Source: an optimization exercise on an open RTL-to-GDS flow (aim: small area, a short achievable clock period and few clock cycles). Production flows keep margins and buffers that such runs may drop.
At most, simulation tests tie the RTL to the original design; equivalence was not proved.
Function not checked in runs 1 to 3: the RTL went through the layout flow alone.
Power and IR drop assume default switching activity.

`design.v`:
```
`default_nettype none
package rmedf_pkg;
  localparam int TASKS  = 8;
  localparam int SLOT_W = 3;
  localparam int NS_W   = 4;
  localparam int ID_W   = 4;
  localparam int TICK_W = 16;
  localparam int VAL_W  = 16;
  localparam int CNT_W  = 16;
  localparam int DL_W   = TICK_W + 1;
  localparam int OUT_W  = 32;
  localparam int ADDR_W = 4;
  localparam int DATA_W = 32;
  localparam logic [ID_W-1:0] NONE_ID = 4'd8;
  localparam logic [1:0] OP_LOAD   = 2'd0;
  localparam logic [1:0] OP_TICK   = 2'd1;
  localparam logic [1:0] OP_FINISH = 2'd2;
  localparam logic [2:0] TAG_IDLE = 3'd0;
  localparam logic [2:0] TAG_FIN  = 3'd1;
  localparam logic [2:0] TAG_LOST = 3'd2;
  localparam logic [2:0] TAG_PRE  = 3'd3;
  localparam logic [2:0] TAG_CUT  = 3'd4;
  localparam logic [15:0] SLIMIT_RESET = 16'd4096;
  function automatic logic le18(input logic [17:0] a, input logic [17:0] b);
    logic [31:0] lt, eq;
    lt = '0;
    eq = '1;
    for (int k = 0; k < 18; k++) begin
      lt[k] = ~a[k] & b[k];
      eq[k] = ~(a[k] ^ b[k]);
    end
    for (int w = 16; w >= 1; w = w / 2) begin
      for (int k = 0; k < w; k++) begin
        lt[k] = lt[2*k+1] | (eq[2*k+1] & lt[2*k]);
        eq[k] = eq[2*k+1] & eq[2*k];
      end
    end
    le18 = lt[0] | eq[0];
  endfunction
endpackage
`default_nettype wire
`default_nettype none
module rmedf_mod (
  input  wire logic        clk,
  input  wire logic        rst_n,
  input  wire logic        start,
  input  wire logic [15:0] dividend,
  input  wire logic [15:0] divisor,
  output logic             done,
  output logic [15:0]      rem
);
  logic [15:0] rem_r;
  logic [15:0] div_r;
  logic [3:0]  cnt_r;
  logic        run_r;
  logic        done_r;
  logic [16:0] trial;
  logic [16:0] diff;
  assign trial = {rem_r, dividend[~cnt_r]};
  assign diff  = trial - {1'b0, div_r};
  always_ff @(posedge clk) begin
    if (!rst_n) begin
      run_r  <= 1'b0;
      done_r <= 1'b0;
    end else begin
      done_r <= run_r && (cnt_r == 4'd15);
      if (start) run_r <= 1'b1;
      else if (cnt_r == 4'd15) run_r <= 1'b0;
    end
  end
  always_ff @(posedge clk) begin
    if (start) begin
      cnt_r <= '0;
      rem_r <= '0;
      div_r <= divisor;
    end else if (run_r) begin
      cnt_r <= cnt_r + 1'b1;
      rem_r <= diff[16] ? trial[15:0] : diff[15:0];
    end
  end
  assign done = done_r;
  assign rem  = rem_r;
endmodule
`default_nettype wire
`default_nettype none
module rmedf_slot (
  input  wire logic        clk,
  input  wire logic        in_n,        
  input  wire logic        policy,      
  input  wire logic        wrap,        
  input  wire logic        own,         
  input  wire logic [15:0] own_rem,     
  input  wire logic        own_rz0,     
  input  wire logic        own_rz1,     
  input  wire logic [15:0] done_bus,    
  input  wire logic        clr,         
  input  wire logic        act_clr,     
  input  wire logic        tick_en,
  input  wire logic        ld_en,
  input  wire logic [15:0] ld_per,
  input  wire logic [15:0] ld_bur,
  input  wire logic [15:0] ld_dl,
  input  wire logic        ph_wr,
  input  wire logic [15:0] ph_val,
  input  wire logic        ph_val0,     
  input  wire logic        fin_en,
  input  wire logic        kill_wr,
  input  wire logic [15:0] kill_bus,
  output logic [17:0]      key,
  output logic             elig,
  output logic             fin,         
  output logic             lst,         
  output logic [15:0]      rem_q,
  output logic             kf,
  output logic [15:0]      done,
  output logic [15:0]      lost,
  output logic [15:0]      killed
);
  logic [15:0] per, bur, dl;
  logic [15:0] phase, rem;
  logic [17:0] rdl;
  logic        active;
  logic        pnz_r, bz_r, b1_r, ph0_r, rz0_r, rz1_r, rdz_r;
  logic        rel, remz, dlhit, active1;
  logic [15:0] ph_inc, rem_e;
  logic [17:0] rdl1;
  assign rel     = in_n && pnz_r && ph0_r;
  assign ph_inc  = phase + 16'd1;
  assign remz    = own ? rz1_r : rz0_r;
  assign rem_e   = own ? own_rem : rem;
  assign fin     = own && remz;
  assign dlhit   = in_n && active && !remz && rdz_r;
  assign lst     = !fin && dlhit;
  assign active1 = rel || (active && !fin && !dlhit);
  assign rdl1    = rel ? {2'b00, dl} : rdl;
  assign key     = policy ? {~rdl1[17], rdl1[16:0]} : {2'b10, per};
  assign elig    = in_n && active1 && (rel ? !bz_r : !remz);
  assign rem_q   = rem;
  always_ff @(posedge clk) begin
    if (ld_en) begin
      per   <= ld_per;
      bur   <= ld_bur;
      dl    <= ld_dl;
      pnz_r <= (ld_per != '0);
      bz_r  <= (ld_bur == '0);
      b1_r  <= (ld_bur == 16'd1);
    end
  end
  always_ff @(posedge clk) begin
    if (ph_wr) begin
      phase <= ph_val;
      ph0_r <= ph_val0;
    end else if (tick_en && pnz_r) begin
      phase <= (wrap || (ph_inc == per)) ? 16'd0 : ph_inc;
      ph0_r <= wrap || (ph_inc == per) || (ph_inc == '0);
    end
  end
  always_ff @(posedge clk) begin
    if (tick_en) begin
      rem   <= rel ? bur : rem_e;
      rz0_r <= rel ? bz_r : (own ? own_rz0 : rz0_r);
      rz1_r <= rel ? b1_r : (own ? own_rz1 : rz1_r);
      rdl   <= rdl1 + (wrap ? 18'h0FFFF : 18'h3FFFF);
      rdz_r <= wrap ? (rdl1 == 18'h30001) : (rdl1 == 18'h00001);
    end
  end
  always_ff @(posedge clk) begin
    if (act_clr) active <= 1'b0;
    else if (tick_en) active <= active1;
  end
  always_ff @(posedge clk) begin
    if (fin_en) kf <= in_n && active && !remz;
  end
  always_ff @(posedge clk) begin
    if (clr || (tick_en && fin)) done <= done_bus;
    if (clr || kill_wr) killed <= kill_bus;
    if (clr) lost <= '0;
    else if (tick_en && lst) lost <= lost + 16'd1;
  end
endmodule
`default_nettype wire
`default_nettype none
module rm_edf_tick_scheduler (
  input  wire logic                          clk,
  input  wire logic                          rst_n,
  input  wire logic                          start,
  output logic                               busy,
  input  wire logic [1:0]                    in_operation,
  input  wire logic [rmedf_pkg::SLOT_W-1:0]  in_task_index,
  input  wire logic [rmedf_pkg::VAL_W-1:0]   in_period,
  input  wire logic [rmedf_pkg::VAL_W-1:0]   in_burst,
  input  wire logic [rmedf_pkg::VAL_W-1:0]   in_deadline,
  output logic                               out_valid,
  output logic                               out_kind,
  output logic [rmedf_pkg::ID_W-1:0]         out_task_id,
  output logic                               out_seg_valid,
  output logic [rmedf_pkg::ID_W-1:0]         out_seg_task,
  output logic [rmedf_pkg::OUT_W-1:0]        out_seg_start,
  output logic [rmedf_pkg::OUT_W-1:0]        out_seg_end,
  output logic [2:0]                         out_seg_tag,
  output logic                               out_trace_full,
  output logic [rmedf_pkg::OUT_W-1:0]        out_count_complete,
  output logic [rmedf_pkg::OUT_W-1:0]        out_count_lost,
  output logic [rmedf_pkg::OUT_W-1:0]        out_count_killed,
  output logic                               out_last,
  input  wire logic                          psel,
  input  wire logic                          penable,
  input  wire logic                          pwrite,
  input  wire logic [rmedf_pkg::ADDR_W-1:0]  paddr,
  input  wire logic [rmedf_pkg::DATA_W-1:0]  pwdata,
  output logic [rmedf_pkg::DATA_W-1:0]       prdata,
  output logic                               pready
);
  localparam logic [3:0] NONE_ID = rmedf_pkg::NONE_ID;
  logic        policy_r;
  logic [3:0]  tcount_r;
  logic [15:0] slimit_r;
  logic        cfg_wr;
  logic [15:0] tick_r;
  logic [3:0]  owner_r;
  logic [15:0] since_r;
  logic [15:0] segcnt_r;
  logic        segp_r;        
  logic        chgp_r;        
  logic [7:0]  in_n_r;        
  logic        ldm_r;         
  logic [2:0]  ldslot_r;
  logic        fpend_r;       
  logic        tot_r;         
  logic [2:0]  ts_r;          
  logic        ov_r;
  logic [3:0]  id_r;
  logic        sv_r;
  logic [3:0]  stask_r;
  logic [15:0] sstart_r;
  logic [15:0] send_r;
  logic [2:0]  stag_r;
  logic        full_r;
  logic        last_r;
  logic [15:0] cc_r, cl_r, ck_r;
  logic        accept, do_tick, do_load, do_fin;
  logic [3:0]  n_eff;
  logic        tick0;
  logic        mod_done;
  logic [15:0] mod_rem;
  assign accept  = start && !busy;
  assign do_load = accept && (in_operation == rmedf_pkg::OP_LOAD);
  assign do_tick = accept && (in_operation == rmedf_pkg::OP_TICK);
  assign do_fin  = accept && (in_operation == rmedf_pkg::OP_FINISH);
  assign busy    = ldm_r || fpend_r;
  assign n_eff   = tcount_r[3] ? 4'd8 : tcount_r;
  assign tick0   = (tick_r == '0);
  assign pready = 1'b1;
  assign cfg_wr = psel && penable && pwrite;
  always_ff @(posedge clk) begin
    if (!rst_n) begin
      policy_r <= 1'b0;
      tcount_r <= '0;
      in_n_r   <= '0;
      slimit_r <= rmedf_pkg::SLIMIT_RESET;
    end else if (cfg_wr) begin
      case (paddr[3:2])
        2'd0: policy_r <= pwdata[0];
        2'd1: begin
          tcount_r <= pwdata[3:0];
          for (int i = 0; i < 8; i++) in_n_r[i] <= (i < (pwdata[3] ? 8 : int'(pwdata[2:0])));
        end
        2'd2: slimit_r <= pwdata[15:0];
        default: ;
      endcase
    end
  end
  logic [15:0] prd_r;
  always_ff @(posedge clk) begin
    if (psel && !penable) begin
      case (paddr[3:2])
        2'd0:    prd_r <= {15'd0, policy_r};
        2'd1:    prd_r <= {12'd0, tcount_r};
        2'd2:    prd_r <= slimit_r;
        default: prd_r <= '0;
      endcase
    end
  end
  assign prdata = {16'd0, prd_r};
  rmedf_mod u_mod (
    .clk      (clk),
    .rst_n    (rst_n),
    .start    (do_load && !tick0),
    .dividend (tick_r),
    .divisor  (in_period),
    .done     (mod_done),
    .rem      (mod_rem)
  );
  logic [17:0] key  [8];
  logic [7:0]  elig, fin, lst, kf, win, own, in_n;
  logic [15:0] rem_c  [8];
  logic [15:0] done_c [8];
  logic [15:0] lost_c [8];
  logic [15:0] kill_c [8];
  logic [15:0] own_rem, done_bus, kill_bus;
  logic [2:0]  csel;
  logic [15:0] done_s;
  logic        ph_wr_any;
  logic [2:0]  ph_slot;
  logic        wrap;
  assign ph_wr_any = (do_load && tick0) || mod_done;
  assign ph_slot   = mod_done ? ldslot_r : in_task_index;
  assign wrap      = (tick_r == 16'hFFFF);
  assign own_rem  = rem_c[owner_r[2:0]] - 16'd1;
  assign csel     = fpend_r ? kw : owner_r[2:0];
  assign done_s   = done_c[csel];
  assign done_bus = (do_load || !rst_n) ? 16'd0 : done_s + 16'd1;
  for (genvar i = 0; i < 8; i++) begin : g_slot
    assign in_n[i] = in_n_r[i];
    assign own[i]  = (owner_r == 4'(i));
    rmedf_slot u_slot (
      .clk      (clk),
      .in_n     (in_n[i]),
      .policy   (policy_r),
      .wrap     (wrap),
      .own      (own[i]),
      .own_rem  (own_rem),
      .own_rz0  (own_rem == 16'd0),
      .own_rz1  (own_rem == 16'd1),
      .done_bus (done_bus),
      .clr      (!rst_n || (do_load && (in_task_index == 3'(i)))),
      .act_clr  (!rst_n || do_fin),
      .tick_en  (do_tick),
      .ld_en    (do_load && (in_task_index == 3'(i))),
      .ld_per   (in_period),
      .ld_bur   (in_burst),
      .ld_dl    (in_deadline),
      .ph_wr    (do_fin || (ph_wr_any && (ph_slot == 3'(i)))),
      .ph_val   (mod_done ? mod_rem : 16'd0),
      .ph_val0  (!mod_done || (mod_rem == 16'd0)),
      .fin_en   (do_fin),
      .kill_wr  (fpend_r && (kw == 3'(i))),
      .kill_bus (kill_bus),
      .key      (key[i]),
      .elig     (elig[i]),
      .fin      (fin[i]),
      .lst      (lst[i]),
      .rem_q    (rem_c[i]),
      .kf       (kf[i]),
      .done     (done_c[i]),
      .lost     (lost_c[i]),
      .killed   (kill_c[i])
    );
  end
  logic [7:0] le [8];
  logic [3:0] best;
  logic       none_w;
  always_comb begin
    for (int i = 0; i < 8; i++) le[i] = '0;
    for (int i = 0; i < 8; i++)
      for (int j = i + 1; j < 8; j++)
        le[i][j] = rmedf_pkg::le18(key[i], key[j]);
    for (int i = 0; i < 8; i++) begin
      win[i] = elig[i];
      for (int j = 0; j < 8; j++) begin
        if (j < i) win[i] = win[i] && (!elig[j] || !le[j][i]);
        if (j > i) win[i] = win[i] && (!elig[j] || le[i][j]);
      end
    end
    none_w  = (elig == '0);
    best[3] = none_w;
    best[2] = win[4] | win[5] | win[6] | win[7];
    best[1] = win[2] | win[3] | win[6] | win[7];
    best[0] = win[1] | win[3] | win[5] | win[7];
  end
  logic        own_fin, own_lost, same, chg, s_ok, seg_room;
  logic [2:0]  s_tag;
  logic        full_n;
  assign own_fin  = |(fin & own);
  assign own_lost = |(lst & own);
  assign same     = |(own & win) || (none_w && (owner_r == NONE_ID));
  assign chg      = do_fin || own_fin || own_lost || !same;
  logic [15:0] since_a, tick_m1;
  logic [16:0] seg1, seg2;
  logic        late_ok;
  assign tick_m1  = tick_r - 16'd1;
  assign since_a  = chgp_r ? tick_m1 : since_r;
  assign seg1     = {1'b0, segcnt_r} + 17'd1;
  assign seg2     = {1'b0, segcnt_r} + 17'd2;
  assign seg_room = segp_r ? (seg1 < {1'b0, slimit_r}) : (segcnt_r < slimit_r);
  assign late_ok  = chgp_r ? (tick_r != '0) : (tick_r > since_r);
  assign s_ok     = chg && late_ok && seg_room;
  assign full_n   = s_ok ? (segp_r ? (seg2 == {1'b0, slimit_r}) : (seg1 == {1'b0, slimit_r}))
                         : !seg_room;
  always_comb begin
    if (do_fin)        s_tag = (owner_r != NONE_ID) ? rmedf_pkg::TAG_CUT : rmedf_pkg::TAG_IDLE;
    else if (own_fin)  s_tag = rmedf_pkg::TAG_FIN;
    else if (own_lost) s_tag = rmedf_pkg::TAG_LOST;
    else               s_tag = (owner_r != NONE_ID) ? rmedf_pkg::TAG_PRE : rmedf_pkg::TAG_IDLE;
  end
  logic [2:0]  tsn, kw;
  logic [15:0] kill_s;
  logic        kf_s;
  assign kw       = tot_r ? tsn : 3'd0;
  assign kill_s   = kill_c[kw];
  assign kf_s     = kf[kw];
  assign kill_bus = (do_load || !rst_n) ? 16'd0 : kill_s + {15'd0, kf_s};
  assign tsn      = ts_r + 3'd1;
  always_ff @(posedge clk) begin
    if (!rst_n) begin
      tick_r   <= '0;
      owner_r  <= NONE_ID;
      since_r  <= '0;
      segcnt_r <= '0;
      chgp_r   <= 1'b0;
      segp_r   <= 1'b0;
      ldm_r    <= 1'b0;
      fpend_r  <= 1'b0;
      tot_r    <= 1'b0;
      ov_r     <= 1'b0;
    end else begin
      if (do_load && !tick0) ldm_r <= 1'b1;
      else if (mod_done)     ldm_r <= 1'b0;
      if (do_tick) begin
        tick_r   <= tick_r + 16'd1;
        owner_r  <= best;
        since_r  <= since_a;
        chgp_r   <= chg;
        if (segp_r) segcnt_r <= seg1[15:0];
        segp_r   <= s_ok;
      end else if (do_fin) begin
        tick_r   <= '0;
        owner_r  <= NONE_ID;
        since_r  <= '0;
        segcnt_r <= '0;
        chgp_r   <= 1'b0;
        segp_r   <= 1'b0;
      end
      ov_r <= do_tick || do_fin || fpend_r;
      if (do_fin) begin
        fpend_r <= (n_eff != '0);
        tot_r   <= 1'b0;
      end else if (fpend_r) begin
        tot_r   <= 1'b1;
        fpend_r <= !((tot_r ? {1'b0, tsn} : 4'd0) + 4'd1 == n_eff);
      end else begin
        tot_r   <= 1'b0;
      end
    end
  end
  always_ff @(posedge clk) begin
    if (do_load && !tick0) ldslot_r <= in_task_index;
    if (fpend_r) begin
      ts_r <= kw;
      cc_r <= done_s;
      cl_r <= lost_c[kw];
      ck_r <= kill_bus;
    end
    if (do_tick || do_fin) begin
      id_r     <= do_fin ? NONE_ID : best;
      sv_r     <= s_ok;
      stask_r  <= owner_r;
      sstart_r <= since_a;
      send_r   <= tick_r;
      stag_r   <= s_tag;
      full_r   <= full_n;
      last_r   <= do_tick || (n_eff == '0);
    end else if (fpend_r) begin
      id_r     <= {1'b0, tot_r ? tsn : 3'd0};
      sv_r     <= 1'b0;
      last_r   <= ((tot_r ? {1'b0, tsn} : 4'd0) + 4'd1 == n_eff);
    end
  end
  assign out_valid          = ov_r;
  assign out_kind           = tot_r;
  assign out_task_id        = id_r;
  assign out_seg_valid      = sv_r;
  assign out_seg_task       = sv_r ? stask_r : NONE_ID;
  assign out_seg_start      = {16'd0, sv_r ? sstart_r : 16'd0};
  assign out_seg_end        = {16'd0, sv_r ? send_r : 16'd0};
  assign out_seg_tag        = sv_r ? stag_r : rmedf_pkg::TAG_IDLE;
  assign out_trace_full     = full_r;
  assign out_count_complete = {16'd0, tot_r ? cc_r : 16'd0};
  assign out_count_lost     = {16'd0, tot_r ? cl_r : 16'd0};
  assign out_count_killed   = {16'd0, tot_r ? ck_r : 16'd0};
  assign out_last           = last_r;
endmodule
`default_nettype wire
```
`run.sh`:
```
#!/bin/bash
# synth_recipe.tcl (not shown) runs the flow's synth.tcl, then flattens the netlist and writes it again
# the make line also repeats each setting of config.mk as NAME=value (left out here)
make -C /OpenROAD-flow-scripts/flow DESIGN_CONFIG=/design/flow/config.mk WORK_HOME=/design/flow/orfs CLKGATE_MAP_FILE= SYNTH_SCRIPT=/design/flow/synth_recipe.tcl finish
```
`config.mk`:
```
export PLATFORM = sky130hd
export DESIGN_NAME = rm_edf_tick_scheduler
export DESIGN_NICKNAME = rm_edf_tick_scheduler
export VERILOG_FILES = /design/flow/design.v
export SDC_FILE = /design/flow/constraint.sdc
export NUM_CORES = 4
export LEC_CHECK = 0
export CAP_MARGIN = 20
export CORE_MARGIN = 2
export CORE_UTILIZATION = 40
export SETUP_SLACK_MARGIN = 5
export SLEW_MARGIN = 20
```
`constraint.sdc`:
```
create_clock -name core_clock -period 10.0 [get_ports {clk}]
set_input_delay 2.0000 -clock core_clock [delete_from_list [all_inputs] [get_ports {clk}]]
set_output_delay 2.0000 -clock core_clock [all_outputs]
set_load 0.01 [all_outputs]
```
==> results of run 1 <==
-- logic make-up (layout without fill, tap and decap cells) --
kind of cell	after synthesis	count (layout)	synth area share (%)
other	2	105	0.00896
and+or+nand+nor	2709	2712	15.3
buffers and inverters	706	1023	3.70
AOI/OAI and AO/OA	1499	1499	11.6
xor gates and xnor gates	600	600	6.28
muxes	289	289	3.73
adders and majority gates	617	617	9.20
DFF	1480	1480	50.1
-- through the flow --
step	power [uW]	area (um2)	hold WS, ns
finish	14500	96900	0.480
global route	15000	96800	0.505
global placement	8300	89400	0.471
floorplan	7880	84400	0.403
CTS	14600	96000	0.469
detailed placement	8330	89400	0.481
-- routing by layer --
metal	GRT usage, %	vias to the layer above	part of all wire, %
met5	0	-	0.013
met4	11.5	8	4.5
met3	4.15	507	7.7
met2	43.7	2752	45
met1	37.7	32065	42
li1	-	29482	-
-- cell usage in the layout (no fill, tap or decap), types with 146 or more instances in the layout --
cell,netlist,final
a21oi_1,471,415
and2_1,147,146
buf_4,100,224
clkbuf_16,0,167
clkdlybuf4s50_1,0,188
dfxtp_1,244,219
edfxtp_1,1236,1236
ha_1,609,608
inv_1,264,251
mux2i_1,252,205
nand2_1,676,669
nand3_1,301,291
nor2_1,853,840
nor3_1,159,152
o21ai_0,227,218
xnor2_1,286,285
xor2_1,313,312
-- power by group --
part | switching (uW) | internal, uW | total (uW)
Sequential | 167 | 6870 | 7040
Clock | 2680 | 3570 | 6250
Combinational | 760 | 453 | 1210
Total | 3600 | 10900 | 14500
-- worst paths after layout --
path	start	to	cells past startpoint
min	g_slot[4].u_slot.bur[6]$_DFFE_PP_	g_slot[4].u_slot.rem[6]$_DFFE_PP_	2
max reg2reg	in_n_r[5]$_SDFFE_PN0P_	full_r$_DFFE_PN_	17
min reg2reg	g_slot[4].u_slot.bur[6]$_DFFE_PP_	g_slot[4].u_slot.rem[6]$_DFFE_PP_	2
max	in_n_r[5]$_SDFFE_PN0P_	full_r$_DFFE_PN_	17
-- sequential cells by signal (all words and copies together), names as in the netlist, 128 cells and up --
| signal | cells |
|---|---|
| g_slot.u_slot.rem | 128 |
| g_slot.u_slot.dl | 128 |
| g_slot.u_slot.phase | 128 |
| g_slot.u_slot.done | 128 |
| g_slot.u_slot.per | 128 |
| g_slot.u_slot.lost | 128 |
| g_slot.u_slot.rdl | 144 |
| g_slot.u_slot.killed | 128 |
| g_slot.u_slot.bur | 128 |
-- critical path: cells and delay by family, from the launching register on --
family | cells | cell delay [ns]
DFF | 1 | 0.50
muxes | 1 | 0.62
and+or+nand+nor | 4 | 1.27
AOI/OAI and AO/OA | 7 | 1.48
adders and majority gates | 1 | 0.32
buffers and inverters | 4 | 0.74
-- cell type report --
class	instances	area share, %
repair buffers	447	4.31
clock buffers	217	4.57
well taps	2805	3.62
repair inverters	1	0.00775
multi-input cells	5814	41.8
flip-flops and latches	1480	43.4
inverters	270	1.07
diodes	8	0.0207
clock inverters	88	1.16
-- timing repair --
item | in CTS | in global routing
pin swaps | 11 | 9
resized for setup | 166 | 117
hold buffers | 0 | 0
cloned | 5 | 1
setup buffers | 31 | 32
endpoints found under the setup margin | 195 | 263
==> results by group, run 1 <==
Die
  – Die height: approximately 460 um
  – Ports: 305
  – Row count: approximately 170
  – Core area: between 0.2 and 0.25 mm2
  – Total die area: roughly 0.21 mm2
  – Die X: 462 um
  – Initial Util: 40.1%

Worst setup path
  – Cell Chain, Critical Path: and3_4, buf_4, mux2i_1, a21oi_1, buf_4, ha_1, and4_1, nand3_1, nor4bb_1, buf_4, o21ai_1, o32ai_1, a211oi_2, a221oi_2, a31oi_4, buf_12, o41ai_1
  – Flop-to-flop setup slack: just under 5 ns
  – Worst-path maximum fanout: 7
  – Arrival time worst endpoint: 5.81 ns
  – Crit start category: flop
  – CP most frequent cell: buf_4
  – Critical path class: flop to flop
  – CP peak stage delay: approximately 0.62 ns
  – CP max-delay cell: mux2i_1
  – CP endpoint kind: flop
  – WP data required: roughly 11 ns

Synth
  – Post-synth top cells: edfxtp_1 (1236), nor2_1 (853), nand2_1 (676), ha_1 (609), a21oi_1 (471)
  – Ys async rst share: 0%
  – Mapped Area: approximately 0.084 mm2
  – Synth cell types: approximately 100
  – Synth warn: 10
  – Primary FF master, synth: edfxtp_1
  – Post-synth top area share: ~44%
  – Synth Instances: ~7900
  – Synth area leader: edfxtp_1
  – Yosys reg bits: between 1000 and 1500
  – Cells taking the most area after synthesis: edfxtp_1 (44%), ha_1 (9.1%), dfxtp_1 (5.8%)
  – Avg Inst Size Synth: between 10 and 15 um2
  – Post-synth EDFFs: approximately 1200
  – Register area share after synthesis: ~50%
  – Most common cell in the synthesized netlist: edfxtp_1

Detailed routing
  – Routed Wire Length: 301000 um
  – WL/cell: around 27 um
  – Final ANT Viol Nets: 0
  – Drt pass-1 iters: 8
  – Initial drt markers: 6941
  – Vias per cell: slightly below 6
  – Via count: about 65000
  – Post-route DRC: 0

STA
  – Minimum clock period: 5.18 ns
  – Worst slew margin: approximately 14%
  – Final setup viols: 0
  – Highest clock rate: ~190 MHz
  – Total negative slack: 0 ns
  – Worst Max-Slew Pin Slew: around 1.3 ns
  – Final Hold Fails: 0
  – Setup WS post-layout: between 4 and 5 ns
  – Max-slew violations: 0
  – Unrepaired setup endpoints after global routing: yes
  – Final Cycle Share: about half
  – Clock skew: 0.0866 ns

Global route
  – Global route overflow: 0
  – Largest net degree at the start of global routing: about 90
  – First-pass GRT wire length: 428000 um
  – Initial antenna violation count: 22
  – Gr usage total: between 20% and 30%
  – Vias in the first global route: ~62000

Placed design
  – Final RePlAce weighted congestion: about 1.0
  – Post-detail-place hpwl: roughly 210000 um
  – Port Buffer Count: about 190
  – DP Cell Count: 10748
  – Dpl ws: 2.69 ns

Final layout
  – Layout cells sized above 1: a little over a tenth
  – Final Net Count: 8885
  – Sequential cell area: 0.0420 mm2
  – Finished Core Util: between 40% and 50%
  – Non-filler cells, final: ~11000
  – FILL cells: around 19000
  – Multi-input gate area: 0.0405 mm2
  – Synth-to-Final Area Change: 15.5%

Pwr
  – Power Density: roughly 150 mW/mm2
  – VDD IR max: between 0.15 and 0.2 mV
  – Leak: 0.0352 uW

Clocking
  – CTS max path bufs: 3
  – CTS Buf Count: roughly 170
  – CTS tree: done
  – CTS H-tree depth: 4
  – Clock latency (worst-skew pair): between 0.8 and 0.9 ns
  – Clock root cell: clkbuf_16
  – Sink Count: approximately 1500
  – Reg clk slew, reported paths: 0.06 ns

Flow run
  – Max Cap Viol: 0

Hold path
  – Hold Crit Class: flop to flop

Outcome
  – Outcome: complete, no violations
==> run 2, diff against run 1 <==
==> flow/run.sh (new file) <==
#!/bin/bash
set -euo pipefail
bash standard.sh SETUP_SLACK_MARGIN=6 finish > standard_make.log 2>&1
==> standard.sh (new file) <==
#!/bin/bash
# synth_recipe.tcl (not shown) runs the flow's synth.tcl, then flattens the netlist and writes it again
# the make line also repeats each setting of config.mk as NAME=value (left out here)
make -C /OpenROAD-flow-scripts/flow DESIGN_CONFIG=/design/flow/config.mk WORK_HOME=/design/flow/orfs CLKGATE_MAP_FILE= SYNTH_SCRIPT=/design/flow/synth_recipe.tcl "${@:-finish}"
removed: run.sh
==> run 2 against run 1 <==
Compared with the run above:
- clock skew shrank 0.0082 ns
- via count grew 4.1%
- maximum frequency grew 12%
- sequential power is essentially flat
- still clean
- die area unchanged
- area after synthesis did not move
- flip-flop and latch count unchanged
- wire length up 6.4%
- register-to-register slack improved by 0.54 ns
- largest power group unchanged
- first-iteration DRC count rose by 4.7%
- final cell count grew 3.1%
==> results by group, run 2 <==
Final layout
  – Commonest non-fill, non-tap cell in the layout: edfxtp_1
  – Finished Core Util: 50.0%
  – Synth-to-Final Area Change: 24.6%
  – Final Net Count: just over 9000
  – Non-filler cells, final: about 11000
  – Fin area: roughly 0.10 mm2
  – Top reg by flops: g_slot.u_slot.rdl
  – Most frequent cells in the layout: edfxtp_1 (1236), nor2_1 (809), nand2_1 (656)
  – Max reg flops: approximately 140
  – Layout cells sized above 1: roughly 19%

Worst setup path
  – Worst Setup SP: in_n_r[6]$_SDFFE_PN0P_
  – Worst-path maximum fanout: 7
  – Reg2Reg Capture Point: full_r$_DFFE_PN_
  – WP data required: about 11 ns
  – Reg2Reg Depth: 19
  – CP endpoint kind: flop
  – Critical path class: flop to flop
  – Worst r2r src: in_n_r[6]$_SDFFE_PN0P_
  – Flop-to-flop setup slack: around 5.4 ns
  – Worst setup endpoint: full_r$_DFFE_PN_
  – Crit start category: flop
  – Arrival time worst endpoint: ~5.2 ns

STA
  – Minimum clock period: roughly 4.6 ns
  – Final Hold Fails: 0
  – Final Cycle Share: 46.4%
  – Final setup viols: 0
  – Unrepaired setup endpoints after global routing: yes
  – Clock skew: between 0.07 and 0.08 ns
  – Worst slew margin: between 10% and 20%
  – Worst Max-Slew Pin Slew: between 1 and 1.5 ns
  – Hold WS: about 0.49 ns
  – Highest clock rate: between 200 and 250 MHz
  – Max-slew violations: 0
  – Total negative slack: 0 ns

Clocking
  – Clock root cell: clkbuf_16
  – Sink Count: roughly 1500
  – CTS max path bufs: 3
  – CTS H-tree depth: 4
  – Clock latency (worst-skew pair): around 0.88 ns
  – Post-CTS Hold Fix Bufs: 0
  – Reg clk slew, reported paths: around 0.060 ns
  – CTS tree: done
  – CTS Buf Count: between 150 and 200

Synth
  – Ys async rst share: 0%
  – Yosys reg bits: 1480
  – Primary FF master, synth: edfxtp_1
  – Post-synth top area share: 44.3%
  – Cells taking the most area after synthesis: edfxtp_1 (44%), ha_1 (9.1%), dfxtp_1 (5.8%)
  – Most common cell in the synthesized netlist: edfxtp_1
  – Avg Inst Size Synth: between 10 and 15 um2
  – Mapped Area: about 0.084 mm2
  – Synth cell types: ~100
  – Register area share after synthesis: about half
  – Synth Instances: a little under 8000
  – Post-synth EDFFs: approximately 1200
  – Synth area leader: edfxtp_1
  – Post-synth top cells: edfxtp_1 (1236), nor2_1 (853), nand2_1 (676), ha_1 (609), a21oi_1 (471)
  – Synth warn: 10

Global route
  – Global route overflow: 0
  – Initial antenna violation count: 22
  – First-pass GRT wire length: around 450000 um
  – Largest net degree at the start of global routing: 71
  – Gr usage total: 29.2%
  – Vias in the first global route: 63891

Placed design
  – DP Cell Count: 10710
  – Port Buffer Count: between 150 and 200
  – Final RePlAce weighted congestion: approximately 1.1
  – Post-detail-place hpwl: roughly 210000 um
  – Placed inst area: roughly 0.09 mm2

Detailed routing
  – Via count: roughly 67000
  – Routed Wire Length: ~320000 um
  – WL/cell: 27.9 um
  – Vias per cell: roughly 6
  – Post-route DRC: 0
  – Initial drt markers: between 7000 and 8000
  – Final ANT Viol Nets: 0
  – Drt pass-1 iters: 7

Pwr
  – VDD IR max: 0.178 mV
  – Leak: roughly 0.038 uW
  – Power Density: ~140 mW/mm2

Hold path
  – Hold Crit Class: flop to flop
  – Worst Hold Path Cells: 2

Flow run
  – Max Cap Viol: 0

Die
  – Die height: between 400 and 500 um
  – Ports: around 300
  – Initial Util: between 40% and 50%
  – Total die area: between 0.2 and 0.25 mm2
  – Row count: 168
  – Core area: around 0.21 mm2
  – Die X: about 460 um

Outcome
  – Outcome: complete, no violations
-- run 2: changes by cell type in the layout (fill, tap and decap cells not counted), moves of 21 or more --
cell and delta:
a21oi_1 -68, a21oi_4 +59, buf_12 +68, buf_4 +197
buf_6 +45, bufbuf_16 +21, clkbuf_2 +47, clkdlybuf4s50_1 -91
inv_1 -31, mux2i_1 -61, mux2i_4 +57, nor2_1 -31
nor2_2 +26
-- run 2: per-stage QoR --
stage	total power, uW	setup slack [ns]
2_1_floorplan	7930	4.58
3_5_place_dp	8340	3.31
6_report	14600	5.36
3_3_place_gp	8310	3.40
5_1_grt	15000	5.31
4_1_cts	14500	5.44
-- run 2: cell families after synthesis --
logic type      share of synthesized area [%]
other cells                           0.00896
mux                                      3.73
fa+ha+maj                                9.20
xor+xnor                                 6.28
compound gates                           11.6
simple gates                             15.3
buf+inv                                  3.70
flops                                    50.1
-- run 2: how the worst min path moves through the flow --
| stage | start | to |
|---|---|---|
| after floorplan | owner_r[1]$_SDFFE_PN0N_ | stask_r[1]$_DFFE_PN_ |
| after global placement | g_slot[0].u_slot.active$_SDFFE_PP0P_ | g_slot[0].u_slot.active$_SDFFE_PP0P_ |
| after detailed placement | g_slot[5].u_slot.active$_SDFFE_PP0P_ | g_slot[5].u_slot.active$_SDFFE_PP0P_ |
| after CTS | g_slot[5].u_slot.active$_SDFFE_PP0P_ | g_slot[5].u_slot.active$_SDFFE_PP0P_ |
| after global routing | g_slot[5].u_slot.active$_SDFFE_PP0P_ | g_slot[5].u_slot.active$_SDFFE_PP0P_ |
| final | g_slot[5].u_slot.active$_SDFFE_PP0P_ | g_slot[5].u_slot.active$_SDFFE_PP0P_ |
-- run 2: where the power goes --
group	leakage (uW)	internal, uW	switching, uW
clock	0.00256	3450	2630
combinational	0.0221	612	848
sequential	0.0135	6870	180
-- run 2: per-layer routing --
| layer | global-route usage [%] | routed length, um | vias to the layer above |
|---|---|---|---|
| li1 | - | - | 30283 |
| met1 | 38.8 | 129000 | 33290 |
| met2 | 46.1 | 145000 | 3209 |
| met3 | 4.94 | 27400 | 677 |
| met4 | 14.4 | 18700 | 2 |
| met5 | 0 | 9 | - |
-- run 2: final cells by class --
| type | count | area [um2] |
|---|---|---|
| multi-input combinational | 5823 | 44000 |
| timing repair inverter | 3 | 26.3 |
| clock buffer | 201 | 4320 |
| inverter | 270 | 1100 |
| tap | 2805 | 3510 |
| antenna | 9 | 22.5 |
| sequential | 1480 | 42100 |
| timing repair buffer | 790 | 8380 |
| clock inverter | 97 | 1010 |
| fill | 18615 | 105000 |
-- run 2: what timing repair did --
| item | CTS | global route |
|---|---|---|
| resized for setup | 863 | 369 |
| buffers inserted | 303 | 104 |
| gates cloned | 46 | 8 |
| pin swaps | 134 | 112 |
| endpoints found under the setup margin | 1668 | 535 |
-- run 2: critical path, stage by stage (launching register included) --
cell       delay [ns]
dfxtp_2          0.34
buf_12           0.14
and3_4           0.27
buf_12           0.19
mux2i_4          0.28
a21oi_1          0.10
buf_4            0.23
ha_1             0.28
o21ai_0          0.43
o2bb2ai_4        0.20
nor4_1           0.09
o21ai_1          0.17
buf_4            0.23
a21oi_1          0.10
a21o_1           0.22
or4_4            0.52
o311a_4          0.15
a31oi_4          0.20
buf_12           0.14
o41ai_4          0.07
==> run 3, diff against run 2 <==
--- a/design.v
+++ b/design.v
@@ -238,16 +238,24 @@
   logic        full_r;
   logic        last_r;
   logic [15:0] cc_r, cl_r, ck_r;
-  logic        accept, do_tick, do_load, do_fin;
+  logic        accept, do_tick, do_load, do_fin, acc_t, acc_f;
+  logic        ptick_r, pfin_r;    
+  logic [3:0]  nfin_r;             
+  logic [7:0]  cpend_r;            
+  logic        cpend_go, clr_any;
   logic [3:0]  n_eff;
   logic        tick0;
   logic        mod_done;
   logic [15:0] mod_rem;
   assign accept  = start && !busy;
   assign do_load = accept && (in_operation == rmedf_pkg::OP_LOAD);
-  assign do_tick = accept && (in_operation == rmedf_pkg::OP_TICK);
-  assign do_fin  = accept && (in_operation == rmedf_pkg::OP_FINISH);
-  assign busy    = ldm_r || fpend_r;
+  assign acc_t   = accept && (in_operation == rmedf_pkg::OP_TICK);
+  assign acc_f   = accept && (in_operation == rmedf_pkg::OP_FINISH);
+  assign do_tick = (acc_t || ptick_r) && !fpend_r;
+  assign do_fin  = (acc_f || pfin_r) && !fpend_r;
+  assign busy    = ldm_r || ptick_r || pfin_r;
+  assign cpend_go = tot_r && !fpend_r;
+  assign clr_any  = !rst_n || (do_load && !fpend_r) || (cpend_go && (cpend_r != '0));
   assign n_eff   = tcount_r[3] ? 4'd8 : tcount_r;
   assign tick0   = (tick_r == '0);
   assign pready = 1'b1;
@@ -309,7 +317,7 @@
   assign own_rem  = rem_c[owner_r[2:0]] - 16'd1;
   assign csel     = fpend_r ? kw : owner_r[2:0];
   assign done_s   = done_c[csel];
-  assign done_bus = (do_load || !rst_n) ? 16'd0 : done_s + 16'd1;
+  assign done_bus = clr_any ? 16'd0 : done_s + 16'd1;
   for (genvar i = 0; i < 8; i++) begin : g_slot
     assign in_n[i] = in_n_r[i];
     assign own[i]  = (owner_r == 4'(i));
@@ -323,7 +331,8 @@
       .own_rz0  (own_rem == 16'd0),
       .own_rz1  (own_rem == 16'd1),
       .done_bus (done_bus),
-      .clr      (!rst_n || (do_load && (in_task_index == 3'(i)))),
+      .clr      (!rst_n || (do_load && !fpend_r && (in_task_index == 3'(i)))
+                 || (cpend_go && cpend_r[i])),
       .act_clr  (!rst_n || do_fin),
       .tick_en  (do_tick),
       .ld_en    (do_load && (in_task_index == 3'(i))),
@@ -399,7 +408,7 @@
   assign kw       = tot_r ? tsn : 3'd0;
   assign kill_s   = kill_c[kw];
   assign kf_s     = kf[kw];
-  assign kill_bus = (do_load || !rst_n) ? 16'd0 : kill_s + {15'd0, kf_s};
+  assign kill_bus = clr_any ? 16'd0 : kill_s + {15'd0, kf_s};
   assign tsn      = ts_r + 3'd1;
   always_ff @(posedge clk) begin
     if (!rst_n) begin
@@ -411,6 +420,9 @@
       segp_r   <= 1'b0;
       ldm_r    <= 1'b0;
       fpend_r  <= 1'b0;
+      ptick_r  <= 1'b0;
+      pfin_r   <= 1'b0;
+      cpend_r  <= '0;
       tot_r    <= 1'b0;
       ov_r     <= 1'b0;
     end else begin
@@ -432,12 +444,19 @@
         segp_r   <= 1'b0;
       end
       ov_r <= do_tick || do_fin || fpend_r;
+      ptick_r <= fpend_r && (ptick_r || acc_t);
+      pfin_r  <= fpend_r && (pfin_r || acc_f);
+      if (fpend_r) begin
+        if (do_load) cpend_r[in_task_index] <= 1'b1;
+      end else begin
+        cpend_r <= '0;
+      end
       if (do_fin) begin
         fpend_r <= (n_eff != '0);
         tot_r   <= 1'b0;
       end else if (fpend_r) begin
         tot_r   <= 1'b1;
-        fpend_r <= !((tot_r ? {1'b0, tsn} : 4'd0) + 4'd1 == n_eff);
+        fpend_r <= !({1'b0, kw} + 4'd1 == nfin_r);
       end else begin
         tot_r   <= 1'b0;
       end
@@ -445,6 +464,7 @@
   end
   always_ff @(posedge clk) begin
     if (do_load && !tick0) ldslot_r <= in_task_index;
+    if (do_fin) nfin_r <= n_eff;
     if (fpend_r) begin
       ts_r <= kw;
       cc_r <= done_s;
@@ -463,7 +483,7 @@
     end else if (fpend_r) begin
       id_r     <= {1'b0, tot_r ? tsn : 3'd0};
       sv_r     <= 1'b0;
-      last_r   <= ((tot_r ? {1'b0, tsn} : 4'd0) + 4'd1 == n_eff);
+      last_r   <= ({1'b0, kw} + 4'd1 == nfin_r);
     end
   end
   assign out_valid          = ov_r;
==> run.sh (new file) <==
#!/bin/bash
# synth_recipe.tcl (not shown) runs the flow's synth.tcl, then flattens the netlist and writes it again
# the make line also repeats each setting of config.mk as NAME=value (left out here)
make -C /OpenROAD-flow-scripts/flow DESIGN_CONFIG=/design/flow/config.mk WORK_HOME=/design/flow/orfs CLKGATE_MAP_FILE= SYNTH_SCRIPT=/design/flow/synth_recipe.tcl finish
removed: flow/run.sh
removed: standard.sh
==> run 3 against run 2 <==
Compared with the run above:
- still clean
- core utilization is 2.8 points lower
- hold slack lost 0.017 ns
- sequential power grew 0.9%
- area after synthesis up 0.50%
- largest cell class is now flip-flops and latches
- largest power group unchanged
==> results by group, run 3 <==
Die
  – Die height: approximately 460 um
  – Total die area: ~0.21 mm2
  – Initial Util: approximately two fifths
  – Row count: around 170
  – Core area: between 0.2 and 0.25 mm2
  – Die X: around 460 um
  – Ports: between 300 and 400

Synth
  – Primary FF master, synth: edfxtp_1
  – Avg Inst Size Synth: 10.5 um2
  – Post-synth EDFFs: approximately 1200
  – Synth warn: 10
  – Synth area leader: edfxtp_1
  – Post-synth top cells: edfxtp_1 (1240), nor2_1 (884), nand2_1 (727), ha_1 (616), a21oi_1 (504)
  – Cells taking the most area after synthesis: edfxtp_1 (44%), ha_1 (9.1%), dfxtp_1 (6.0%)
  – Yosys reg bits: approximately 1500
  – Post-synth top area share: between 40% and 50%
  – Synth Instances: between 8000 and 9000
  – Synth cell types: 118
  – Register area share after synthesis: between 50 and 60%
  – Ys async rst share: 0%
  – Most common cell in the synthesized netlist: edfxtp_1
  – Mapped Area: 0.0842 mm2

Pwr
  – Clock share of power: between 40% and 50%
  – Combinational Power Share: between 8 and 9%
  – Power Density: between 100 and 150 mW/mm2
  – VDD IR max: between 0.15 and 0.2 mV
  – Post-route total power: 14600 uW
  – Switch share: approximately a quarter
  – Flop pwr share: between 40% and 50%
  – Leak: ~0.036 uW
  – Int Power: 11000 uW
  – Psw: about 3600 uW

Worst setup path
  – Worst-path maximum fanout: 41
  – Reg2Reg Depth: 18
  – Worst Setup SP: g_slot[0].u_slot.ph0_r$_DFFE_PP_
  – CP endpoint kind: flop
  – Flop-to-flop setup slack: 4.84 ns
  – CP Buf/Inv Count: 2
  – Arrival time worst endpoint: between 5 and 6 ns
  – CP most frequent cell: nor2_1
  – Critical path class: flop to flop
  – CP peak stage delay: around 0.74 ns
  – WP data required: roughly 11 ns
  – Cell Chain, Critical Path: nand3_2, buf_12, mux2i_4, nor2_1, a21oi_4, ha_1, o21a_1, nor2_1, maj3_1, a21boi_0, o221a_2, o21ai_1, a311oi_1, a31oi_2, a31oi_4, buf_6, or2_4, o31ai_1
  – Worst r2r src: g_slot[0].u_slot.ph0_r$_DFFE_PP_
  – WP depth: 18
  – Top delay family on crit path: compound AO/OA/AOI/OAI gates
  – Crit start category: flop
  – CP max-delay cell: o21ai_1
  – Worst setup endpoint: segp_r$_SDFFE_PN0N_
  – Reg2Reg Capture Point: segp_r$_SDFFE_PN0N_

Hold path
  – Hold Crit Class: flop to flop
  – Hold_sp: g_slot[2].u_slot.active$_SDFFE_PP0P_

STA
  – Setup WS post-layout: ~4.8 ns
  – Unrepaired setup endpoints after global routing: yes
  – Worst Max-Slew Pin Slew: 1.11 ns
  – Clock skew: between 0.07 and 0.08 ns
  – Total negative slack: 0 ns
  – Highest clock rate: 194 MHz
  – Minimum clock period: 5.16 ns
  – Worst slew margin: roughly a quarter
  – Final Hold Fails: 0
  – Final setup viols: 0
  – Final Cycle Share: a little over 50%
  – Max-slew violations: 0

Detailed routing
  – Vias per cell: between 5 and 6
  – Initial drt markers: about 7600
  – Final ANT Viol Nets: 0
  – Met3 wire length: roughly 26000 um
  – Routed Wire Length: just over 300000 um
  – Top layer in use: met5
  – Drt pass-1 iters: 7
  – WL/cell: approximately 27 um
  – DR WL met2: 135000 um
  – Post-route DRC: 0
  – M1 WL: ~130000 um
  – Via count: approximately 66000

Placed design
  – Dpl ws: between 3 and 4 ns
  – Post-detail-place hpwl: 215000 um
  – Final RePlAce weighted congestion: about 1.0
  – Port Buffer Count: ~190

Final layout
  – Top reg by flops: g_slot.u_slot.rdl
  – FILL cells: roughly 19000
  – Layout cells sized above 1: between 10% and 20%
  – Finished Core Util: between 40 and 50%
  – Commonest non-fill, non-tap cell in the layout: edfxtp_1
  – Max reg flops: 144
  – Most frequent cells in the layout: edfxtp_1 (1240), nor2_1 (874), nand2_1 (721)
  – Synth-to-Final Area Change: 17.3%
  – Final Net Count: slightly above 9000

Clocking
  – Reg clk slew, reported paths: around 0.060 ns
  – Sink Count: between 1000 and 1500
  – Post-CTS Hold Fix Bufs: 0
  – Clock root cell: clkbuf_16
  – CTS H-tree depth: 4
  – CTS tree: done
  – CTS max path bufs: 3
  – Clock latency (worst-skew pair): around 0.88 ns
  – CTS Buf Count: around 160

Global route
  – Largest net degree at the start of global routing: about 150
  – Gr usage total: roughly 28%
  – Vias in the first global route: approximately 62000
  – First-pass GRT wire length: roughly 430000 um
  – Initial antenna violation count: 20
  – Global route overflow: 0

Outcome
  – Outcome: complete, no violations

Flow run
  – Max Cap Viol: 0
==> run 3: cell type report <==
type / count / area [um2] / area share (%)
diodes: 3 / 7.51 / 0.00759
multi-input cells: 5914 / 41600 / 42.1
clock buffers: 212 / 4410 / 4.46
repair inverters: 3 / 17.5 / 0.0177
clock inverters: 87 / 1200 / 1.22
well taps: 2805 / 3510 / 3.55
inverters: 287 / 1110 / 1.13
repair buffers: 480 / 4610 / 4.66
flip-flops and latches: 1494 / 42400 / 42.8
==> run 3: what timing repair did <==
action / CTS / global route
setup endpoints to repair: 201 / 165
buffers inserted: 64 / 36
cloned: 9 / 0
pin swaps: 24 / 34
gates resized for setup: 339 / 152
==> run 3: kinds of logic after synthesis <==
| family | share of synthesized area (%) |
|---|---|
| AND/OR/NAND/NOR | 15.8 |
| other | 0.00891 |
| adder cells (fa/ha/maj) | 9.25 |
| flip-flops | 50.2 |
| AO/OA/AOI/OAI | 11.8 |
| XOR/XNOR | 6.20 |
| multiplexers | 3.06 |
| buffers and inverters | 3.67 |
==> run 3: worst min path at each step <==
| stage | to | slack [ns] | depth (start not counted) |
|---|---|---|---|
| detailed placement | g_slot[2].u_slot.active$_SDFFE_PP0P_ | 0.47 | 2 |
| floorplan | stask_r[0]$_DFFE_PN_ | 0.40 | 0 |
| CTS | g_slot[2].u_slot.active$_SDFFE_PP0P_ | 0.47 | 2 |
| global route | g_slot[2].u_slot.active$_SDFFE_PP0P_ | 0.50 | 2 |
| finish | g_slot[2].u_slot.active$_SDFFE_PP0P_ | 0.47 | 2 |
| global placement | since_r[8]$_SDFFE_PN0N_ | 0.46 | 2 |
==> run 3: metrics by stage <==
| stage | cell area [um2] | hold slack, ns | cells |
|---|---|---|---|
| after floorplan | 84700 | 0.403 | 8099 |
| after global placement | 89700 | 0.464 | 10868 |
| after detailed placement | 89700 | 0.466 | 10872 |
| after CTS | 97700 | 0.473 | 11244 |
| after global routing | 98900 | 0.504 | 11284 |
| final | 98900 | 0.475 | 11285 |
==> run 3: layer usage <==
| metal | global-route usage (%) | up-vias |
|---|---|---|
| met2 | 42.6 | 3093 |
| met1 | 37.5 | 32334 |
| met3 | 4.52 | 622 |
| li1 | - | 29928 |
| met4 | 13.4 | 2 |
| met5 | 0 | - |
==> run 3: power by group through the flow <==
| stage | clock, uW | sequential (uW) | combinational [uW] |
|---|---|---|---|
| final | 6330 | 7110 | 1180 |
| after global routing | 6650 | 7130 | 1290 |
| after CTS | 6410 | 7110 | 1150 |
| after detailed placement | 0 | 7240 | 1110 |
| after global placement | 0 | 7230 | 1090 |
| after floorplan | 0 | 7140 | 763 |
==> run 3: tightest hold or removal path: stages, from the launching register on <==
cell,delay [ns]
dfxtp_1,0.30
o21ai_0,0.06
a21oi_1,0.06
==> run 4, diff against run 3 <==
--- a/design.v
+++ b/design.v
@@ -87,6 +87,8 @@
   input  wire logic        clk,
   input  wire logic        in_n,        
   input  wire logic        policy,      
+  input  wire logic        in_n_d,      
+  input  wire logic        policy_d,
   input  wire logic        wrap,        
   input  wire logic        own,         
   input  wire logic [15:0] own_rem,     
@@ -122,9 +124,12 @@
   logic        active;
   logic        pnz_r, bz_r, b1_r, ph0_r, rz0_r, rz1_r, rdz_r;
   logic        rel, remz, dlhit, active1;
+  logic [17:0] key_r, rdl_d, kx_d;
+  logic [15:0] per_d, dl_d;
+  logic        rel_r, pnz_d, ph0_d, rel_d;
   logic [15:0] ph_inc, rem_e;
   logic [17:0] rdl1;
-  assign rel     = in_n && pnz_r && ph0_r;
+  assign rel     = rel_r;
   assign ph_inc  = phase + 16'd1;
   assign remz    = own ? rz1_r : rz0_r;
   assign rem_e   = own ? own_rem : rem;
@@ -133,7 +138,19 @@
   assign lst     = !fin && dlhit;
   assign active1 = rel || (active && !fin && !dlhit);
   assign rdl1    = rel ? {2'b00, dl} : rdl;
-  assign key     = policy ? {~rdl1[17], rdl1[16:0]} : {2'b10, per};
+  assign key     = key_r;
+  assign per_d = ld_en ? ld_per : per;
+  assign dl_d  = ld_en ? ld_dl : dl;
+  assign pnz_d = ld_en ? (ld_per != '0) : pnz_r;
+  assign ph0_d = ph_wr ? ph_val0
+               : (tick_en && pnz_r) ? (wrap || (ph_inc == per) || (ph_inc == '0)) : ph0_r;
+  assign rdl_d = tick_en ? rdl1 + (wrap ? 18'h0FFFF : 18'h3FFFF) : rdl;
+  assign rel_d = in_n_d && pnz_d && ph0_d;
+  assign kx_d  = rel_d ? {2'b00, dl_d} : rdl_d;
+  always_ff @(posedge clk) begin
+    rel_r <= rel_d;
+    key_r <= policy_d ? {~kx_d[17], kx_d[16:0]} : {2'b10, per_d};
+  end
   assign elig    = in_n && active1 && (rel ? !bz_r : !remz);
   assign rem_q   = rem;
   always_ff @(posedge clk) begin
@@ -149,10 +166,8 @@
   always_ff @(posedge clk) begin
     if (ph_wr) begin
       phase <= ph_val;
-      ph0_r <= ph_val0;
     end else if (tick_en && pnz_r) begin
       phase <= (wrap || (ph_inc == per)) ? 16'd0 : ph_inc;
-      ph0_r <= wrap || (ph_inc == per) || (ph_inc == '0);
     end
   end
   always_ff @(posedge clk) begin
@@ -160,11 +175,14 @@
       rem   <= rel ? bur : rem_e;
       rz0_r <= rel ? bz_r : (own ? own_rz0 : rz0_r);
       rz1_r <= rel ? b1_r : (own ? own_rz1 : rz1_r);
-      rdl   <= rdl1 + (wrap ? 18'h0FFFF : 18'h3FFFF);
       rdz_r <= wrap ? (rdl1 == 18'h30001) : (rdl1 == 18'h00001);
     end
   end
   always_ff @(posedge clk) begin
+    ph0_r <= ph0_d;
+    rdl   <= rdl_d;
+  end
+  always_ff @(posedge clk) begin
     if (act_clr) active <= 1'b0;
     else if (tick_en) active <= active1;
   end
@@ -216,6 +234,8 @@
   logic [3:0]  tcount_r;
   logic [15:0] slimit_r;
   logic        cfg_wr;
+  logic        policy_d;
+  logic [7:0]  in_n_d;
   logic [15:0] tick_r;
   logic [3:0]  owner_r;
   logic [15:0] since_r;
@@ -260,6 +280,18 @@
   assign tick0   = (tick_r == '0);
   assign pready = 1'b1;
   assign cfg_wr = psel && penable && pwrite;
+  always_comb begin
+    policy_d = policy_r;
+    in_n_d   = in_n_r;
+    if (!rst_n) begin
+      policy_d = 1'b0;
+      in_n_d   = '0;
+    end else if (cfg_wr && (paddr[3:2] == 2'd0)) begin
+      policy_d = pwdata[0];
+    end else if (cfg_wr && (paddr[3:2] == 2'd1)) begin
+      for (int i = 0; i < 8; i++) in_n_d[i] = (i < (pwdata[3] ? 8 : int'(pwdata[2:0])));
+    end
+  end
   always_ff @(posedge clk) begin
     if (!rst_n) begin
       policy_r <= 1'b0;
@@ -325,6 +357,8 @@
       .clk      (clk),
       .in_n     (in_n[i]),
       .policy   (policy_r),
+      .in_n_d   (in_n_d[i]),
+      .policy_d (policy_d),
       .wrap     (wrap),
       .own      (own[i]),
       .own_rem  (own_rem),
@@ -383,7 +417,9 @@
   assign own_fin  = |(fin & own);
   assign own_lost = |(lst & own);
   assign same     = |(own & win) || (none_w && (owner_r == NONE_ID));
-  assign chg      = do_fin || own_fin || own_lost || !same;
+  logic chg_t, s_ok_t, s_ok_f;
+  assign chg_t    = own_fin || own_lost || !same;
+  assign chg      = do_fin || chg_t;
   logic [15:0] since_a, tick_m1;
   logic [16:0] seg1, seg2;
   logic        late_ok;
@@ -393,7 +429,9 @@
   assign seg2     = {1'b0, segcnt_r} + 17'd2;
   assign seg_room = segp_r ? (seg1 < {1'b0, slimit_r}) : (segcnt_r < slimit_r);
   assign late_ok  = chgp_r ? (tick_r != '0) : (tick_r > since_r);
-  assign s_ok     = chg && late_ok && seg_room;
+  assign s_ok_t   = chg_t && late_ok && seg_room;
+  assign s_ok_f   = late_ok && seg_room;
+  assign s_ok     = do_fin ? s_ok_f : s_ok_t;
   assign full_n   = s_ok ? (segp_r ? (seg2 == {1'b0, slimit_r}) : (seg1 == {1'b0, slimit_r}))
                          : !seg_room;
   always_comb begin
==> flow/run.sh (new file) <==
#!/bin/bash
set -euo pipefail
bash standard.sh SETUP_SLACK_MARGIN=6.5 finish > standard_make.log 2>&1
==> standard.sh (new file) <==
#!/bin/bash
# synth_recipe.tcl (not shown) runs the flow's synth.tcl, then flattens the netlist and writes it again
# the make line also repeats each setting of config.mk as NAME=value (left out here)
make -C /OpenROAD-flow-scripts/flow DESIGN_CONFIG=/design/flow/config.mk WORK_HOME=/design/flow/orfs CLKGATE_MAP_FILE= SYNTH_SCRIPT=/design/flow/synth_recipe.tcl "${@:-finish}"
removed: run.sh
==> run 4 against run 3 <==
Compared with the run above:
- still clean
- cell area increased by 19%
- non-clock buffer count increased by 458
- critical path depth decreased by 14
- power increased by 51%
- wire length increased by 20%
- final cell count increased by 16%
- highest routed layer unchanged
==> results by group, run 4 <==
Die
  – Core area: 0.228 mm2
  – Initial Util: 40.3%
  – Row count: between 150 and 200
  – Die height: 483 um
  – Total die area: ~0.23 mm2
  – Die X: slightly below 500 um
  – Ports: ~310

Synth
  – Cells taking the most area after synthesis: edfxtp_1 (27%), dfxtp_1 (18%), ha_1 (8.6%)
  – Synth cell types: 96
  – Ys async rst share: 0%
  – Synth Instances: roughly 9000
  – Multiplexer share of the synthesized area: under 10%
  – Post-synth top area share: roughly 27%
  – Synth Area in Adders: 8.64%
  – Post-synthesis simple-gate area fraction: around 15%
  – Synth area leader: edfxtp_1
  – Compound-Gate Fraction of Synth Area: between 10% and 20%
  – Post-synth top cells: edfxtp_1 (824), dfxtp_1 (822), nor2_1 (810), nand2_1 (799), ha_1 (633)
  – Synth warn: 10
  – Yosys reg bits: 1646
  – Post-synth EDFFs: 824
  – Avg Inst Size Synth: roughly 10 um2
  – Most common cell in the synthesized netlist: edfxtp_1
  – Main combinational cell family by area after synthesis: simple AND/OR/NAND/NOR gates
  – XOR/XNOR Fraction of Synth Area: under 10%
  – Register area share after synthesis: 44.9%
  – Primary FF master, synth: edfxtp_1
  – Mapped Area: 0.0919 mm2

Pwr
  – Leak: about 0.045 uW
  – Post-route total power: 22100 uW
  – VDD IR max: ~0.16 mV
  – Power Density: approximately 190 mW/mm2

Global route
  – Gr usage total: 29.4%
  – Global route overflow: 0
  – Initial antenna violation count: 42
  – First-pass GRT wire length: between 500000 and 600000 um
  – Vias in the first global route: roughly 74000
  – Largest net degree at the start of global routing: 124

Flow run
  – Max Cap Viol: 0

Placed design
  – DP Cell Count: between 10000 and 15000
  – Port Buffer Count: 189
  – Post-detail-place hpwl: 224000 um
  – Final RePlAce weighted congestion: approximately 0.96

Clocking
  – CTS H-tree depth: 4
  – Reg clk slew, reported paths: approximately 0.060 ns
  – Sink Count: ~1600
  – CTS tree: done
  – Clock root cell: clkbuf_16
  – CTS Buf Count: between 150 and 200
  – CTS max path bufs: 3
  – Clock latency (worst-skew pair): just under 0.9 ns

STA
  – Clock skew: 0.0654 ns
  – Max-slew violations: 0
  – Final setup viols: 0
  – Final Hold Fails: 0
  – Highest clock rate: 239 MHz
  – Total negative slack: 0 ns
  – Minimum clock period: between 4 and 5 ns
  – Worst slew margin: between 15 and 20%
  – Unrepaired setup endpoints after global routing: yes
  – Final Cycle Share: roughly two fifths
  – Hold WS: 0.470 ns
  – Worst Max-Slew Pin Slew: 1.24 ns

Hold path
  – Hold Crit Class: flop to flop

Detailed routing
  – Top layer in use: met5
  – Post-route DRC: 0
  – Vias per cell: roughly 6
  – M1 WL: roughly 140000 um
  – Initial drt markers: 8858
  – Via count: approximately 79000
  – Routed Wire Length: between 300000 and 400000 um
  – DR WL met2: around 160000 um
  – Drt pass-1 iters: 6
  – Met3 wire length: about 35000 um
  – WL/cell: about 28 um
  – Final ANT Viol Nets: 0

Final layout
  – Synth-to-Final Area Change: 28.0%
  – FILL cells: 19795
  – Non-filler cells, final: 13079
  – Finished Core Util: 51.6%
  – Layout cells sized above 1: 25.9%
  – Most frequent cells in the layout: edfxtp_1 (824), nand2_1 (765), nor2_1 (716), dfxtp_1 (716), ha_1 (602)
  – Top Registers: g_slot.u_slot.key_r x144, g_slot.u_slot.rdl x144
  – Commonest non-fill, non-tap cell in the layout: edfxtp_1
  – Final Net Count: ~11000

Worst setup path
  – Critical path class: flop to output port
  – CP endpoint kind: output port
  – WP data required: ~8.0 ns
  – Crit start category: flop
  – Worst-path maximum fanout: 5
  – Flop-to-flop setup slack: between 6 and 7 ns
  – Arrival time worst endpoint: about 2.2 ns

Outcome
  – Outcome: complete, no violations
==> run 4: timing repair <==
| item | CTS | global route |
|---|---|---|
| buffers inserted | 367 | 199 |
| gates resized for setup | 1457 | 702 |
| gates cloned | 80 | 26 |
| pin swaps | 174 | 217 |
| endpoints found under the setup margin | 2171 | 884 |
| hold buffers | 0 | 0 |
==> run 4: layer usage <==
layer	global-route usage [%]	up-vias
met5	0	-
met4	17.3	12
met3	6.05	964
met2	45.0	3963
met1	38.4	38795
li1	-	35063
==> run 4: final timing paths <==
path	endpoint	depth (start not counted)	from
worst max-delay path	out_seg_task[0]	4	sv_r$_SDFFCE_PP0P_
worst min-delay path	g_slot[1].u_slot.rdl[16]$_DFF_P_	2	g_slot[1].u_slot.rdl[16]$_DFF_P_
worst max register to register	u_mod.rem_r[0]$_SDFFE_PP0P_	15	u_mod.cnt_r[0]$_SDFFE_PP0P_
worst min register to register	g_slot[1].u_slot.rdl[16]$_DFF_P_	2	g_slot[1].u_slot.rdl[16]$_DFF_P_
==> run 4: metrics by stage <==
step	setup WS, ns	area (um2)
after floorplan	5.84	94000
after global placement	3.15	97300
after detailed placement	3.09	97300
after CTS	5.77	112000
after global routing	5.77	118000
final	5.82	118000
==> run 4: area by class of cell <==
cell class                      instances  area [um2]  share of cell area [%]
Antenna cell                           18        45.0                  0.0383
Clock buffer                          257        5220                    4.44
Clock inverter                         87        1200                    1.02
Inverter                              316        1410                    1.20
Multi-Input combinational cell       6796       53400                    45.4
Sequential cell                      1646       41400                    35.2
Tap cell                             3009        3760                    3.20
Timing Repair Buffer                  938       11000                    9.38
Timing Repair inverter                 12         115                  0.0979
==> run 4: kinds of logic after synthesis <==
group,count (synthesis)
simple gates,2868
compound gates,1963
fa+ha+maj,634
flops,1646
mux,628
buf+inv,872
other cells,2
xor+xnor,576
==> run 4: worst max-delay path: stages, from the launching register on <==
cell,delay (ns)
edfxtp_1,0.49
buf_4,0.21
clkbuf_16,0.16
and2_1,0.14
dlygate4sd2_1,0.28
==> run 4: report_power, final <==
group	internal, uW	switching (uW)
Combinational	2580	3510
Sequential	7860	916
Clock	4180	3030
Total	14600	7460
Testbench counts of run 4, summed over its fixed seeds: cycles 6,919.
==> run 5, diff against run 4 <==
==> flow/run.sh (replaced) <==
#!/bin/bash
set -euo pipefail
bash standard.sh SETUP_SLACK_MARGIN=6 finish > standard_make.log 2>&1
--- a/config.mk
+++ b/config.mk
@@ -7,6 +7,6 @@
 export LEC_CHECK = 0
 export CAP_MARGIN = 20
 export CORE_MARGIN = 2
-export CORE_UTILIZATION = 40
+export CORE_UTILIZATION = 55
 export SETUP_SLACK_MARGIN = 5
 export SLEW_MARGIN = 20
==> run 5 against run 4 <==
Compared with the run above:
- still clean on timing, DRC and antenna
- clock-buffer cell count is 24 lower
- hold slack hardly changed
- non-clock buffer count is 423 lower
- combinational power is 13% lower
- sequential share of layout area is 3.6 points higher
- cell area is 9.3% lower
- global-route usage is 7.7 points higher
- wire length is 9.8% lower
- clock skew is 0.018 ns lower
- register-to-register slack worse by 0.13 ns
- critical path type unchanged
==> results by group, run 5 <==
Clocking
  – CTS H-tree depth: 4
  – CTS tree: done
  – Clock latency (worst-skew pair): between 0.8 and 0.9 ns
  – Post-CTS Hold Fix Bufs: 0
  – CTS Buf Count: roughly 180
  – CTS max path bufs: 3
  – Sink Count: 1646
  – Reg clk slew, reported paths: around 0.060 ns
  – Clock root cell: clkbuf_16

Detailed routing
  – Post-route DRC: 0
  – Routed Wire Length: 329000 um
  – Via count: roughly 76000
  – Vias per cell: 6.42
  – Drt pass-1 iters: 8
  – Final ANT Viol Nets: 0
  – Initial drt markers: 8527
  – WL/cell: about 28 um

Final layout
  – Fin area: around 0.11 mm2
  – Commonest non-fill, non-tap cell in the layout: edfxtp_1
  – Synth-to-Final Area Change: 16.1%
  – Multi-input gate area: 0.0495 mm2
  – Top Registers: g_slot.u_slot.key_r x144, g_slot.u_slot.rdl x144
  – FILL cells: approximately 13000
  – Sequential cell area: around 0.041 mm2
  – Final Net Count: between 10000 and 15000
  – Layout cells sized above 1: 16.2%
  – Most frequent cells in the layout: edfxtp_1 (824), nand2_1 (788), nor2_1 (775)

Outcome
  – Outcome: complete, no violations

Flow run
  – Max Cap Viol: 0

Synth
  – Synth area leader: edfxtp_1
  – Avg Inst Size Synth: 10.0 um2
  – Post-synth EDFFs: 824
  – Synth Instances: about 9000
  – Ys async rst share: 0%
  – Most common cell in the synthesized netlist: edfxtp_1
  – Yosys reg bits: 1646
  – Register area share after synthesis: about 45%
  – Synth warn: 10
  – Primary FF master, synth: edfxtp_1
  – Post-synth top cells: edfxtp_1 (824), dfxtp_1 (822), nor2_1 (810), nand2_1 (799), ha_1 (633)
  – Mapped Area: roughly 0.092 mm2
  – Synth cell types: 96
  – Cells taking the most area after synthesis: edfxtp_1 (27%), dfxtp_1 (18%), ha_1 (8.6%)
  – Post-synth top area share: 26.9%

Die
  – Ports: 305
  – Core area: 0.165 mm2
  – Total die area: about 0.17 mm2
  – Die height: about 410 um
  – Initial Util: around 56%
  – Row count: ~150
  – Die X: 413 um

Placed design
  – Port Buffer Count: approximately 190
  – Placed inst area: ~0.096 mm2
  – Post-detail-place hpwl: roughly 220000 um
  – Final RePlAce weighted congestion: roughly 0.99

STA
  – Highest clock rate: around 240 MHz
  – Final Cycle Share: 41.1%
  – Final setup viols: 0
  – Clock skew: between 0.04 and 0.05 ns
  – Total negative slack: 0 ns
  – Worst Max-Slew Pin Slew: 1.25 ns
  – Minimum clock period: 4.11 ns
  – Worst slew margin: between 10% and 20%
  – Max-slew violations: 0
  – Unrepaired setup endpoints after global routing: yes
  – Final Hold Fails: 0

Worst setup path
  – Crit start category: flop
  – Critical path class: flop to output port
  – WP data required: around 8.0 ns
  – Arrival time worst endpoint: around 2.1 ns
  – CP endpoint kind: output port
  – Worst-path maximum fanout: 7

Pwr
  – Power Density: around 200 mW/mm2
  – VDD IR max: 0.192 mV
  – Leak: between 0.04 and 0.05 uW

Global route
  – Initial antenna violation count: 28
  – Largest net degree at the start of global routing: 110
  – First-pass GRT wire length: ~470000 um
  – Global route overflow: 0
  – Gr usage total: between 30% and 40%
  – Vias in the first global route: between 70000 and 80000

Hold path
  – Hold Crit Class: flop to flop
==> run 5: cell counts after synthesis <==
Identical to the previous run, type by type.
==> run 5: worst paths after layout <==
path                                                         end                               start  slack [ns]  cells past startpoint
worst max register to register                  full_r$_DFFE_PN_  g_slot[0].u_slot.key_r[15]$_DFF_P_        5.97                     14
worst min-delay path            g_slot[1].u_slot.rdl[16]$_DFF_P_    g_slot[1].u_slot.rdl[16]$_DFF_P_        0.47                      2
worst min register to register  g_slot[1].u_slot.rdl[16]$_DFF_P_    g_slot[1].u_slot.rdl[16]$_DFF_P_        0.47                      2
worst max-delay path                      out_count_complete[10]                    tot_r$_SDFF_PP0_        5.89                      3
==> run 5: critical path, cell delays in order (launching register included) <==
cell and delay [ns]:
dfxtp_4 0.43, buf_4 0.19, and2_1 0.14, clkdlybuf4s50_1 0.53
==> run 5: final cells by class <==
class	count	share of cell area, %
Timing Repair Buffer	515	5.26
Multi-Input combinational cell	6773	46.4
Timing Repair inverter	6	0.0446
Sequential cell	1646	38.8
Clock buffer	233	4.68
Tap cell	2189	2.57
Antenna cell	11	0.0258
Inverter	316	1.21
Clock inverter	93	1.04
==> run 5: per-layer routing <==
layer	wire length (um)	vias up	global-route usage (%)
li1	-	34091	-
met5	89	-	0
met4	20500	10	19.9
met1	134000	36985	50.5
met2	143000	3769	56.6
met3	30800	773	6.62
==> run 5: repair_timing <==
action | CTS | global route
setup buffers | 76 | 92
pin swaps | 32 | 36
gates resized for setup | 506 | 366
setup endpoints to repair | 1567 | 759
gates cloned | 29 | 16
==> run 5: power by group <==
part | switching, uW | internal, uW
Clock | 2890 | 4010
Sequential | 940 | 7860
Combinational | 3100 | 2200
==> run 5: cell families after synthesis <==
kind of cell | Yosys count | synth area share, %
compound gates | 1963 | 13.7
buf+inv | 872 | 4.05
flops | 1646 | 44.9
mux | 628 | 7.56
fa+ha+maj | 634 | 8.64
simple gates | 2868 | 15.0
other cells | 2 | 0.00818
xor+xnor | 576 | 6.17
==> run 5: through the flow <==
stage / utilization [%] / worst slack (ns) / std cells / hold slack, ns / power [uW]
detailed placement: 58.0 / 3.78 / 11232 / 0.451 / 13800
global route: 64.5 / 5.85 / 11771 / 0.499 / 21900
global placement: 57.9 / 3.55 / 11230 / 0.448 / 13600
floorplan: - / 5.84 / 9284 / 0.403 / 12000
CTS: 63.3 / 5.73 / 11663 / 0.460 / 20800
finish: 64.5 / 5.89 / 11782 / 0.470 / 21000

==> port drivers added, routing unchanged <==
The results above use ideal ports. As a check the final layouts listed here were re-extracted and re-timed, cells and wires unchanged. Step 1, drivers: a clkbuf_16 drives clk and a buf_2 each remaining input, both assumed. Step 2 times the ports against the registers' clock, not the clock port: input delays grow and output delays shrink by t, the midpoint of the rising clock arrivals with the driver on. Three values: ideal, step 1, step 2; two values: the first two.
run | t (ns) | slack for setup (ns)
run 1 | 0.922 | 4.824 / 4.824 / 4.214
run 2 | 0.927 | 5.364 / 5.364 / 5.013
run 3 | 0.943 | 4.839 / 4.839 / 4.159
run 4 | 0.956 | 5.824 / 5.731 / 5.363
run 5 | 0.928 | 5.894 / 5.807 / 5.067
After both steps setup and hold are still met in every run listed.
